This is an optimization exercise on Yosys and OpenROAD, whose aim is small area, not a production implementation. The RTL was checked by simulation tests, not by an equivalence proof against the original design. Power is estimated from default activity; no workload was simulated.

## run 1
==> flow/design.v (excerpt) <==
module c3po_packer #(
    parameter int unsigned IN_BYTES_P = 32,
    parameter int unsigned BEATS_P    = 5
) (
    input  logic                            i_clk,
    input  logic                            i_reset,
    input  logic                            i_in_val,
    input  logic                            i_in_sop,
    input  logic                            i_in_eop,
    input  logic [7:0]                      i_in_vbc,
    input  logic [IN_BYTES_P*8-1:0]         i_in_data,
    output logic                            o_in_ready,
    output logic                            o_out_val,
    output logic                            o_out_sop,
    output logic                            o_out_eop,
    output logic [7:0]                      o_out_vbc,
    output logic [IN_BYTES_P*BEATS_P*8-1:0] o_out_data,
    input  logic                            i_out_ready,
    output logic                            o_idle,
    output logic                            o_err
);
Settings: LEC_CHECK=0, CAP_MARGIN=10, CORE_AREA=10 10 490 490, DIE_AREA=0 0 500 500, GPL_ROUTABILITY_DRIVEN=0, GPL_TIMING_DRIVEN=0, SLEW_MARGIN=10, SYNTH_HIERARCHICAL=1; clock period 5.0 ns.
standard.sh (not shown) runs the stock make flow with config.mk's settings and CLKGATE_MAP_FILE= SYNTH_SCRIPT=/design/flow/synth_recipe.tcl, a recipe that flattens the netlist after the stock synthesis.
==> flow/flow/run.sh <==
#!/bin/bash
# Own layout flow: the standard ORFS flow (standard synthesis unchanged),
# with the smallest buffer cell on the ports and a clock tree of clkbuf_4
# sink clusters sized for the flip-flop clock-pin slew limit, without dummy loads.
set -euo pipefail
export BUFFER_PORTS_ARGS="-buffer_cell sky130_fd_sc_hd__buf_1"
export CTS_ARGS="-sink_clustering_enable -repair_clock_nets -buf_list sky130_fd_sc_hd__clkbuf_4 -sink_buffer_max_cap_derate 0.1 -sink_clustering_size 9 -sink_clustering_max_diameter 45 -dont_use_dummy_load"
bash standard.sh > flow_orfs.log 2>&1
diff inputs: run 1 => run 2
Settings: PLACE_DENSITY: unset -> 0.7; GPL_TIMING_DRIVEN: 0 -> unset; GPL_ROUTABILITY_DRIVEN: 0 -> unset.
### Flow results
Changes observed in run 2 relative to run 1: peak per-stage delay on the critical path rose 190 ps; clock insertion delay at the later pin of the skew report fell 60 ps; fmax rose 43 MHz.
Setup changes, run 2 to run 3
Settings: CORE_AREA: 10 10 490 490 -> 5 5 355 355; DIE_AREA: 0 0 500 500 -> 0 0 360 360; PLACE_DENSITY: 0.7 -> unset.
### Flow results
- Of run 3 and run 2, only run 3 fails to finish with a clean layout.
- From run 3 to run 2, average footprint of a synthesized cell did not move at all.
- Re flip-flop and latch count after synthesis: no difference whatsoever between run 2 and run 3.
- Run 2 → run 3: number of synthesized flops with an enable pin comparable, adder-cell area share of the yosys netlist stayed essentially flat.
- In run 3, the initial cell density of the core came out 16 points above the value in run 2.
- Summary of run 3 over run 2: horizontal die dimension shrank by 28%; overall die height shrank by about 28%; count of standard-cell rows shrank by 48.
[inputs] run 4 vs run 3
Settings: changing DIE_AREA from 0 0 360 360 to 0 0 460 460; changing CORE_AREA from 5 5 355 355 to 10 10 450 450.
## What came out
- Run 4 completed; timing, DRC and antenna clean
- Run 3 -> run 4: proportion of synthesized area in mux cells delta 0, exact match
- In run 4 the die extent in y turned out 100 um higher than in run 3.
- Run 3 -> run 4: post-synth design cell area delta 0, exact match

* * *

## build 70
Another version of the RTL of c3po_packer (not shown whole).
Size in the first run: ~1300 flip-flops, about 1600 I/O pins.
Settings: LEC_CHECK=0, CAP_MARGIN=0, CORE_AREA=10 10 490 490, DIE_AREA=0 0 500 500, SLEW_MARGIN=0; clock period 5.0 ns.
==> flow/flow/run.sh <==
#!/bin/bash
# Own layout flow: the standard ORFS flow (standard synthesis unchanged),
# with the smallest buffer cell on the ports and a clock tree built from
# small clock buffers in larger sink clusters, without dummy loads.
set -euo pipefail
export BUFFER_PORTS_ARGS="-buffer_cell sky130_fd_sc_hd__buf_1"
export CTS_ARGS="-sink_clustering_enable -repair_clock_nets -buf_list {sky130_fd_sc_hd__clkbuf_4 sky130_fd_sc_hd__clkbuf_8} -sink_clustering_size 12 -sink_clustering_max_diameter 35 -dont_use_dummy_load"
bash standard.sh > flow_orfs.log 2>&1
[inputs] build 6 vs build 70
# build 70
export LEC_CHECK = 0
export CAP_MARGIN = 0
export CORE_AREA = 10 10 490 490
export DIE_AREA = 0 0 500 500
export SLEW_MARGIN = 0
create_clock -name core_clock -period 5.0 [get_ports {i_clk}]
# build 6
export LEC_CHECK = 0
export CAP_MARGIN = 20
export CORE_AREA = 10 10 490 490
export DIE_AREA = 0 0 500 500
export SLEW_MARGIN = 20
create_clock -name core_clock -period 5.0 [get_ports {i_clk}]
==> flow/run.sh (new file) <==
#!/bin/bash
# synth_recipe.tcl (not shown) runs the flow's synth.tcl, then flattens the netlist and writes it again
# the make line also repeats each setting of config.mk as NAME=value (left out here)
make -C /OpenROAD-flow-scripts/flow DESIGN_CONFIG=/design/flow/config.mk WORK_HOME=/design/flow/orfs CLKGATE_MAP_FILE= SYNTH_SCRIPT=/design/flow/synth_recipe.tcl finish
removed: flow/flow/run.sh
removed: flow/standard.sh
Results
Per the comparison of build 6 with build 70, final layout net count decreased by 94 relative to the old numbers; core utilization increased by 5.0 points relative to the old numbers; setup slack decreased by 400 ps relative to the old numbers. Summary of build 6 over build 70: part of the power in the clock network +6.8 points, register fraction of the total cell area shows a reduction of 8.7 points, final routed wire length divided by cell count picked up an extra 2.6%, global-route usage over all layers rose by 0.72 points.
diff inputs: build 6 => build 67
==> flow/flow/run.sh (new file) <==
#!/bin/bash
# Own layout flow: the standard ORFS flow (standard synthesis unchanged),
# with the smallest buffer cell on the ports and a clock tree built from
# small clock buffers without dummy loads.
set -euo pipefail
export BUFFER_PORTS_ARGS="-buffer_cell sky130_fd_sc_hd__buf_1"
export CTS_ARGS="-sink_clustering_enable -repair_clock_nets -buf_list sky130_fd_sc_hd__clkbuf_4 -dont_use_dummy_load"
bash standard.sh > flow_orfs.log 2>&1
==> flow/standard.sh (new file) <==
#!/bin/bash
# synth_recipe.tcl (not shown) runs the flow's synth.tcl, then flattens the netlist and writes it again
# the make line also repeats each setting of config.mk as NAME=value (left out here)
make -C /OpenROAD-flow-scripts/flow DESIGN_CONFIG=/design/flow/config.mk WORK_HOME=/design/flow/orfs CLKGATE_MAP_FILE= SYNTH_SCRIPT=/design/flow/synth_recipe.tcl "${@:-finish}"
removed: flow/run.sh
## What came out
- [compare] base=build 6 new=build 67: area occupied by multi-input gates held, combinational power down about 22%.
- Per the comparison of build 67 with build 6, number of antenna violations at the first check in global routing now smaller, via count higher.
- The post-layout instance area of build 67 was superior to that of build 6.
- For build 6, the path class of the lowest-slack min-delay path was register to register, unlike build 67, where it was primary input to register.
- In the reports for build 6 and build 67, the smaller worst setup slack belongs to build 6.
- Relative to build 6, final cell count has increased by 2.2% in build 67.
- Higher routing usage on met3 was reported by build 67, not build 6.
- Between build 6 and build 67, count of clock-buffer cells in the layout increased.

* * *

== job 1881 ==
The RTL this note starts from:
==> flow/design.v <==
module c3po_packer #(
    parameter int unsigned IN_BYTES_P = 32,
    parameter int unsigned BEATS_P    = 5
) (
    input  logic                            i_clk,
    input  logic                            i_reset,
    input  logic                            i_in_val,
    input  logic                            i_in_sop,
    input  logic                            i_in_eop,
    input  logic [7:0]                      i_in_vbc,
    input  logic [IN_BYTES_P*8-1:0]         i_in_data,
    output logic                            o_in_ready,
    output logic                            o_out_val,
    output logic                            o_out_sop,
    output logic                            o_out_eop,
    output logic [7:0]                      o_out_vbc,
    output logic [IN_BYTES_P*BEATS_P*8-1:0] o_out_data,
    input  logic                            i_out_ready,
    output logic                            o_idle,
    output logic                            o_err
);
    localparam int unsigned InW  = IN_BYTES_P * 8;
    localparam int unsigned OutW = IN_BYTES_P * BEATS_P * 8;
    localparam int unsigned CntW = (BEATS_P > 1) ? $clog2(BEATS_P) : 1;
    localparam int unsigned EffW = $clog2(IN_BYTES_P + 1);
    logic                r_busy;    
    logic                r_wdone;   
    logic [CntW-1:0]     r_cnt;     
    logic                r_first;   
    logic [EffW-1:0]     r_eff;     
    logic                r_out_val, r_err;
    logic [OutW-1:0]     r_data;
    logic                w_take, w_acc, w_vbc_legal, w_vbc_err, w_fin, w_word_sop, w_new;
    logic [7:0]          w_vbc_eff;
    logic [CntW-1:0]     w_slot;
    logic [BEATS_P-1:0]  w_we, w_hold;
    logic [IN_BYTES_P-1:0] w_bmask;
    assign o_in_ready  = !r_out_val || i_out_ready;
    assign w_take      = i_in_val && o_in_ready;
    assign w_vbc_legal = (i_in_vbc != 8'd0) && (i_in_vbc <= 8'(IN_BYTES_P));
    assign w_vbc_eff   = (i_in_eop && w_vbc_legal) ? i_in_vbc : 8'(IN_BYTES_P);
    assign w_vbc_err   = !w_vbc_legal || (!i_in_eop && (i_in_vbc != 8'(IN_BYTES_P)));
    assign w_acc      = w_take && (r_busy || i_in_sop);
    assign w_new      = i_in_sop || r_wdone;
    assign w_slot     = w_new ? '0 : r_cnt + CntW'(1);
    assign w_word_sop = i_in_sop || (!r_wdone && r_first);
    assign w_fin      = i_in_eop || (w_slot == CntW'(BEATS_P - 1));
    always_comb begin
        for (int j = 0; j < IN_BYTES_P; j++) begin
            w_bmask[j] = 8'(j) < w_vbc_eff;
        end
        for (int s = 0; s < BEATS_P; s++) begin
            w_we[s]   = w_acc && (w_slot == CntW'(s));
            w_hold[s] = !(w_acc && (w_slot == CntW'(s) || w_new));
        end
    end
    for (genvar s = 0; s < BEATS_P; s++) begin : g_slot
        c3po_packer_slot #(.IN_BYTES_P(IN_BYTES_P)) u_slot (
            .i_clk   (i_clk),
            .i_wb    (w_bmask & {IN_BYTES_P{w_we[s]}}),
            .i_hold  (w_hold[s]),
            .i_data  (i_in_data),
            .o_q     (r_data[s*InW +: InW])
        );
    end
    always_ff @(posedge i_clk) begin
        if (i_reset) begin
            r_busy    <= 1'b0;
            r_wdone   <= 1'b1;
            r_err     <= 1'b0;
            r_out_val <= 1'b0;
        end else begin
            r_err <= w_take && (w_vbc_err || !(r_busy || i_in_sop) || (i_in_sop && r_busy));
            if (w_acc) begin
                r_busy  <= !i_in_eop;
                r_wdone <= w_fin;
            end
            if (w_acc && w_fin) begin
                r_out_val <= 1'b1;
            end else if (i_out_ready) begin
                r_out_val <= 1'b0;
            end
        end
    end
    always_ff @(posedge i_clk) begin
        if (w_acc) begin
            r_cnt   <= w_slot;
            r_first <= w_word_sop;
            r_eff   <= EffW'(w_vbc_eff);
        end
    end
    assign o_out_val  = r_out_val;
    assign o_out_sop  = r_first;
    assign o_out_eop  = !r_busy;
    assign o_out_vbc  = 8'(IN_BYTES_P * 32'(r_cnt)) + 8'(r_eff);
    assign o_out_data = r_data;
    assign o_err      = r_err;
    assign o_idle     = !r_busy && !r_out_val;
endmodule
module c3po_packer_slot #(
    parameter int unsigned IN_BYTES_P = 32
) (
    input  logic                    i_clk,
    input  logic [IN_BYTES_P-1:0]   i_wb,
    input  logic                    i_hold,
    input  logic [IN_BYTES_P*8-1:0] i_data,
    output logic [IN_BYTES_P*8-1:0] o_q
);
    for (genvar j = 0; j < IN_BYTES_P; j++) begin : g_byte
        always_ff @(posedge i_clk) begin
            o_q[8*j +: 8] <= ({8{i_wb[j]}} & i_data[8*j +: 8]) | ({8{i_hold}} & o_q[8*j +: 8]);
        end
    end
endmodule
clock: 5.0 ns
lec_check: 0
cap_margin: 0
core_area: 10 10 490 490
die_area: 0 0 500 500
slew_margin: 0
synth_hierarchical: 1
==> flow/flow/run.sh <==
#!/bin/bash
# Own layout flow: the standard ORFS flow (standard synthesis unchanged),
# with the smallest buffer cell on the ports and a clock tree of small clock
# buffers, without dummy loads.
set -euo pipefail
export BUFFER_PORTS_ARGS="-buffer_cell sky130_fd_sc_hd__buf_1"
export CTS_ARGS="-sink_clustering_enable -repair_clock_nets -buf_list sky130_fd_sc_hd__clkbuf_4 -dont_use_dummy_load"
bash standard.sh > flow_orfs.log 2>&1
Job 1881 ran in full, but the layout does not pass; the checks complain about max-capacitance violations, max-slew violations.
Relative to job 1881, the following input files were edited for job 5377:
- changing SLEW_MARGIN from 0 to 10
- changing CAP_MARGIN from 0 to 10
==> flow/flow/run.sh <==
#!/bin/bash
# Own layout flow: the standard ORFS flow (standard synthesis unchanged),
# with the smallest buffer cell on the ports and a clock tree of clkbuf_4
# sink clusters sized for the flip-flop clock-pin slew limit, without dummy loads.
set -euo pipefail
export BUFFER_PORTS_ARGS="-buffer_cell sky130_fd_sc_hd__buf_1"
export CTS_ARGS="-sink_clustering_enable -repair_clock_nets -buf_list sky130_fd_sc_hd__clkbuf_4 -sink_buffer_max_cap_derate 0.1 -sink_clustering_size 9 -sink_clustering_max_diameter 45 -dont_use_dummy_load"
bash standard.sh > flow_orfs.log 2>&1
## What came out
Both conditions hold for job 5377: the flow ran to the end and the final layout passed the timing, design-rule and antenna checks. Reported for job 5377 and job 1881, buffer count from post-CTS setup fixing turned out identical to the last digit. On achievable frequency, the lower figure sits with job 1881, not job 5377. Job 5377 reports a higher buffers plus inverters on the worst setup path than job 1881 does. Changes observed in job 5377 relative to job 1881: final wirelength has decreased; worst setup slack has increased; path depth of the worst reg2reg path has increased; number of global-route vias before repair has decreased.
[inputs] job 5299 vs job 5377
- setting PLACE_DENSITY to 0.85 for the first time
[summary]
No stage failed in job 5299, and the final checks on the layout all came back clean. Compared with job 5377, in job 5299 CTS buffer count moved up; final-layout worst hold slack moved down. Comparing job 5299 against job 5377, there is no change at all in setup total negative slack. Job 5299 against job 5377: first-pass GRT wire length -about 2.3%, utilization ~0 delta.

* * *

RTL: the design.v shown in full above, as it stands there.
clock: 5.0 ns
lec_check: 0
cap_margin: 10
core_area: 10 10 490 490
die_area: 0 0 500 500
gpl_routability_driven: 0
slew_margin: 10
synth_hierarchical: 1
==> flow/flow/run.sh <==
#!/bin/bash
# Own layout flow: the standard ORFS flow (standard synthesis unchanged),
# with the smallest buffer cell on the ports and a clock tree of clkbuf_4
# sink clusters sized for the flip-flop clock-pin slew limit, without dummy loads.
set -euo pipefail
export BUFFER_PORTS_ARGS="-buffer_cell sky130_fd_sc_hd__buf_1"
export CTS_ARGS="-sink_clustering_enable -repair_clock_nets -buf_list sky130_fd_sc_hd__clkbuf_4 -sink_buffer_max_cap_derate 0.1 -sink_clustering_size 9 -sink_clustering_max_diameter 45 -dont_use_dummy_load"
bash standard.sh > flow_orfs.log 2>&1
Next try:
==> flow/flow/run.sh (replaced) <==
#!/bin/bash
# Own layout flow: the standard ORFS flow (standard synthesis unchanged),
# with the smallest buffer cell on the ports and a clock tree of large sink
# clusters driven by clkbuf_16, without dummy loads.
set -euo pipefail
export BUFFER_PORTS_ARGS="-buffer_cell sky130_fd_sc_hd__buf_1"
export CTS_ARGS="-sink_clustering_enable -repair_clock_nets -buf_list {sky130_fd_sc_hd__clkbuf_8 sky130_fd_sc_hd__clkbuf_16} -sink_clustering_buffer sky130_fd_sc_hd__clkbuf_16 -sink_clustering_size 24 -sink_clustering_max_diameter 50 -dont_use_dummy_load"
bash standard.sh > flow_orfs.log 2>&1
--- a/flow/config.mk
+++ b/flow/config.mk
@@ -6,8 +6,7 @@
 export NUM_CORES = 4
 export LEC_CHECK = 0
-export CAP_MARGIN = 10
+export CAP_MARGIN = 0
 export CORE_AREA = 10 10 490 490
 export DIE_AREA = 0 0 500 500
-export GPL_ROUTABILITY_DRIVEN = 0
-export SLEW_MARGIN = 10
+export SLEW_MARGIN = 0
 export SYNTH_HIERARCHICAL = 1
This time the run produced a layout that fails on capacitance limit, slew limit.
Wire length stays flat.
Utilization increases by 0.77 points.
Combinational power hardly moves.
Final cell count decreases by 0.97%.
First-iteration DRC count increases by 0.86%.
Maximum frequency decreases by 3.8%.

==> what the ideal ports hide <==
The flow's constraints put no driver on any port. The routed layouts listed below were extracted and timed again, unchanged, in two steps.
Step 1: set_driving_cell puts a clkbuf_16 on i_clk and a buf_2 on each other input, an assumption about the parent block.
Step 2 moves the port delays by t, midway between the first and last clock arrival at a register: inputs arrive t later, outputs are due t later. That takes back most of the time a late clock gives input paths.
Three values: ideal, step 1, step 2; two values: the first two.
run	t (ns)	setup slack, ns	worst register clock-pin slew, ns
run 1	1.244	0.425 / 0.425 / -0.426	0.11 / 0.11
run 2	1.194	1.183 / 1.183 / 0.088	0.11 / 0.11
run 4	1.219	1.108 / 1.108 / 0.387	0.11 / 0.11
build 70	0.974	1.567 / 1.559 / 0.783	0.08 / 0.08
build 6	0.863	1.168 / 1.139 / 0.578	0.07 / 0.07
build 67	1.325	1.279 / 1.195 / 0.211	0.07 / 0.07
job 1881	1.309	0.998 / 0.998 / -0.026	0.08 / 0.08
job 5377	1.231	1.079 / 1.079 / -0.023	0.11 / 0.11
job 5299	1.260	1.337 / 1.243 / 0.267	0.11 / 0.11
the first run of note 4	1.239	1.181 / 1.152 / 0.404	0.11 / 0.11
the second run of note 4	0.825	1.032 / 1.032 / 0.599	0.09 / 0.09
The setup slack of job 5377, which loses most, moves by 0.000 ns with the drivers and by -1.102 ns with both steps.
